This is an optimization exercise on Yosys and OpenROAD, whose aim is small area, a short achievable clock period and few clock cycles per item, not a production implementation. Where RTL was checked, it was by simulation tests only, not by an equivalence proof against the original.

## cov_top
module cov_top
#(
    parameter int NUM_SAMPLES = 8
) (
    input  logic        clk,
    input  logic        arst_n,
    input  logic [33:0] in_cmd,      
    input  logic        in_valid,
    output logic        in_ready,
    output logic [63:0] out_res,     
    output logic        out_valid,
    input  logic        out_ready,
    output logic        bad_cmd      
);
Settings: LEC_CHECK=0, CAP_MARGIN=20, CORE_MARGIN=2, CORE_UTILIZATION=40, SETUP_SLACK_MARGIN=3.5, SLEW_MARGIN=20, SYNTH_HIERARCHICAL=1; clock period 8.0 ns.
run.sh (not shown) runs the stock make flow with config.mk's settings and CLKGATE_MAP_FILE= SYNTH_SCRIPT=/design/flow/synth_recipe.tcl, a recipe that flattens the netlist after the stock synthesis.
The baseline ran to the end with no violations.
Next try:
SETUP_SLACK_MARGIN = 4.5   (was 3.5)
Outcome: Die area does not change; critical path depth stays the same; design area increases by about 2%; global-route usage is about the same; synthesized area does not change.
Next try:
SETUP_SLACK_MARGIN = not set   (was 4.5)
Outcome: Wire length went down by 2.8%; setup slack gets worse by 0.66 ns; fmax went down by 13%; register-to-register slack gets worse by 0.66 ns; die area is unchanged.
No run of this note included a check of the RTL's function; only the layout flow was run.

Another version of the RTL of cov_top (not shown whole).
Size in the first run: about 2500 cells after synthesis, ~180 flip-flops, roughly 110 I/O pins, roughly 19000 µm² of cells after synthesis.
export LEC_CHECK = 0
export ABC_AREA = 1
export CAP_MARGIN = 20
export CORE_MARGIN = 2
export CORE_UTILIZATION = 60
export SETUP_SLACK_MARGIN = 4.7
export SLEW_MARGIN = 20
export SYNTH_HIERARCHICAL = 1
create_clock -name core_clock -period 8.0 [get_ports {clk}]
standard.sh (not shown) runs the stock make flow with config.mk's settings and CLKGATE_MAP_FILE= SYNTH_SCRIPT=/design/flow/synth_recipe.tcl, a recipe that flattens the netlist after the stock synthesis.
==> flow/flow/run.sh <==
#!/bin/bash
# The standard layout, with plain buffers (sky130_fd_sc_hd__buf_2) on the
# ports instead of the delay cells buffer_ports picks by itself.
set -euo pipefail
export BUFFER_PORTS_ARGS="-buffer_cell sky130_fd_sc_hd__buf_2"
bash standard.sh > standard.log 2>&1
Testbench counts at the start, summed over its fixed seeds: cycles 2,768, results 320.
==> next run, changes <==
Settings changed: SETUP_SLACK_MARGIN 4.7 to 4.8.
Outcome: Wire length rose by a few percent; global-route usage rose by 0.32 points; die area does not change; register-to-register slack improves by 40 ps.

cov_top again, from the RTL that the note above started with.
export LEC_CHECK = 0
export ABC_AREA = 1
export CAP_MARGIN = 20
export CORE_MARGIN = 2
export CORE_UTILIZATION = 60
export CTS_BUF_LIST = sky130_fd_sc_hd__clkbuf_8
export SETUP_SLACK_MARGIN = 4.9
export SLEW_MARGIN = 20
export SYNTH_HIERARCHICAL = 1
create_clock -name core_clock -period 8.0 [get_ports {clk}]
Scripts as last shown in full above: flow/flow/run.sh
Testbench counts at the start, summed over its fixed seeds: cycles 2,768, results 320.
Edit:
- ABC_AREA: 1 -> 0
- SETUP_SLACK_MARGIN: 4.9 -> 4.8
What happened: Sequential cell count stays the same; first-iteration DRC count fell by roughly a tenth; cell area fell slightly; area after synthesis fell by a few percent; maximum frequency fell by a few percent; wire length fell by a few percent.
Edit:
- ABC_AREA: 0 -> 1
- CAP_MARGIN: 20 -> 5
- SLEW_MARGIN: 20 -> 5
Count of clock-buffer cells in the layout stays the same.
Worst setup slack gains 110 ps.
Register-to-register slack gains 110 ps.
Edit:
==> flow/run.sh (new file) <==
#!/bin/bash
# synth_recipe.tcl (not shown) runs the flow's synth.tcl, then flattens the netlist and writes it again
# the make line also repeats each setting of config.mk as NAME=value (left out here)
make -C /OpenROAD-flow-scripts/flow DESIGN_CONFIG=/design/flow/config.mk WORK_HOME=/design/flow/orfs CLKGATE_MAP_FILE= SYNTH_SCRIPT=/design/flow/synth_recipe.tcl finish
- CAP_MARGIN: 5 -> 20
- CTS_BUF_LIST: sky130_fd_sc_hd__clkbuf_8 -> default
- SETUP_SLACK_MARGIN: 4.8 -> 5.0
- SLEW_MARGIN: 5 -> 20
removed: flow/flow/run.sh
removed: flow/standard.sh
=> Clock skew hardly moves. Core utilization goes up by 6.2 points. Design area goes up by 10%. Fmax goes down by about 1.1%. Critical path depth stays the same. Routed wire length goes up by 6.5%. Global-route usage goes up by 1.1 points. Non-clock buffer count goes up by 63. Worst setup slack degrades by 36 ps.
Edit:
- SETUP_SLACK_MARGIN: 5.0 -> 4.5
What happened:
- The changed run produced a clean layout
- sequential share of layout area grows by 1.4 points
- routed wire length decreases by a little under a tenth
- utilization drops by 5.5 points
- setup slack loses 200 ps
- die area stays the same
- area after synthesis stays the same
Edit:
==> flow/flow/run.sh (new file) <==
#!/bin/bash
# The standard layout, with plain buffers (sky130_fd_sc_hd__buf_2) on the
# ports instead of the delay cells buffer_ports picks by itself.
set -euo pipefail
export BUFFER_PORTS_ARGS="-buffer_cell sky130_fd_sc_hd__buf_2"
bash standard.sh > standard.log 2>&1
==> flow/standard.sh (new file) <==
#!/bin/bash
# synth_recipe.tcl (not shown) runs the flow's synth.tcl, then flattens the netlist and writes it again
# the make line also repeats each setting of config.mk as NAME=value (left out here)
make -C /OpenROAD-flow-scripts/flow DESIGN_CONFIG=/design/flow/config.mk WORK_HOME=/design/flow/orfs CLKGATE_MAP_FILE= SYNTH_SCRIPT=/design/flow/synth_recipe.tcl "${@:-finish}"
- CTS_BUF_LIST: default -> sky130_fd_sc_hd__clkbuf_8
- SETUP_SLACK_MARGIN: 4.5 -> 4.8
removed: flow/run.sh
=> The changed run finished with timing, DRC and antenna clean. Count of clock-buffer cells in the layout fell by 2. Critical path depth fell by 5. Final area fell by about 1.2%. Wire length rose by about 1.7%. Global-route usage rose by 0.58 points. Setup slack improves by 250 ps. Via count barely changes. Core utilization fell by 0.71 points. Die area stays the same. Final cell count rose by 0.94%. Area after synthesis is unchanged.

static timing again, ports no longer ideal:
Ports are ideal in the flow. The routed layouts listed here were re-timed in OpenROAD.
Step 1: set_driving_cell puts a clkbuf_16 on clk and a buf_2 on each other input, an assumption about the parent block.
Step 2, shift: input delay + t, output delay - t, t = (earliest + latest rising clock arrival at the registers) / 2. This alone moves slack from input paths to output paths.
a / b / c = ideal ports / drivers / drivers and shift; a / b = the first two.
run	t (ns)	setup WS [ns]	pins driven straight from the clock port
the first run of note 1	0.504	3.568 / 3.568 / 3.568	1
the second run of note 1	0.497	3.458 / 3.458 / 3.458	1
the third run of note 1	0.507	2.795 / 2.795 / 2.795	1
the first run of note 2	0.498	4.812 / 4.812 / 4.467	1
the second run of note 2	0.502	4.847 / 4.847 / 4.526	1
the first run of note 3	0.551	4.835 / 4.835 / 4.535	1
the second run of note 3	0.548	4.737 / 4.737 / 4.309	1
the third run of note 3	0.556	4.848 / 4.848 / 4.527	1
the fourth run of note 3	0.508	4.812 / 4.812 / 4.583	1
the fifth run of note 3	0.488	4.615 / 4.568 / 4.156	1
the sixth run of note 3	0.557	4.870 / 4.870 / 4.527	1
After both steps setup and hold are still met in every run listed. For the fifth run of note 3, which loses most, drivers alone change the setup slack by -0.047 ns; drivers and shift together by -0.459 ns.
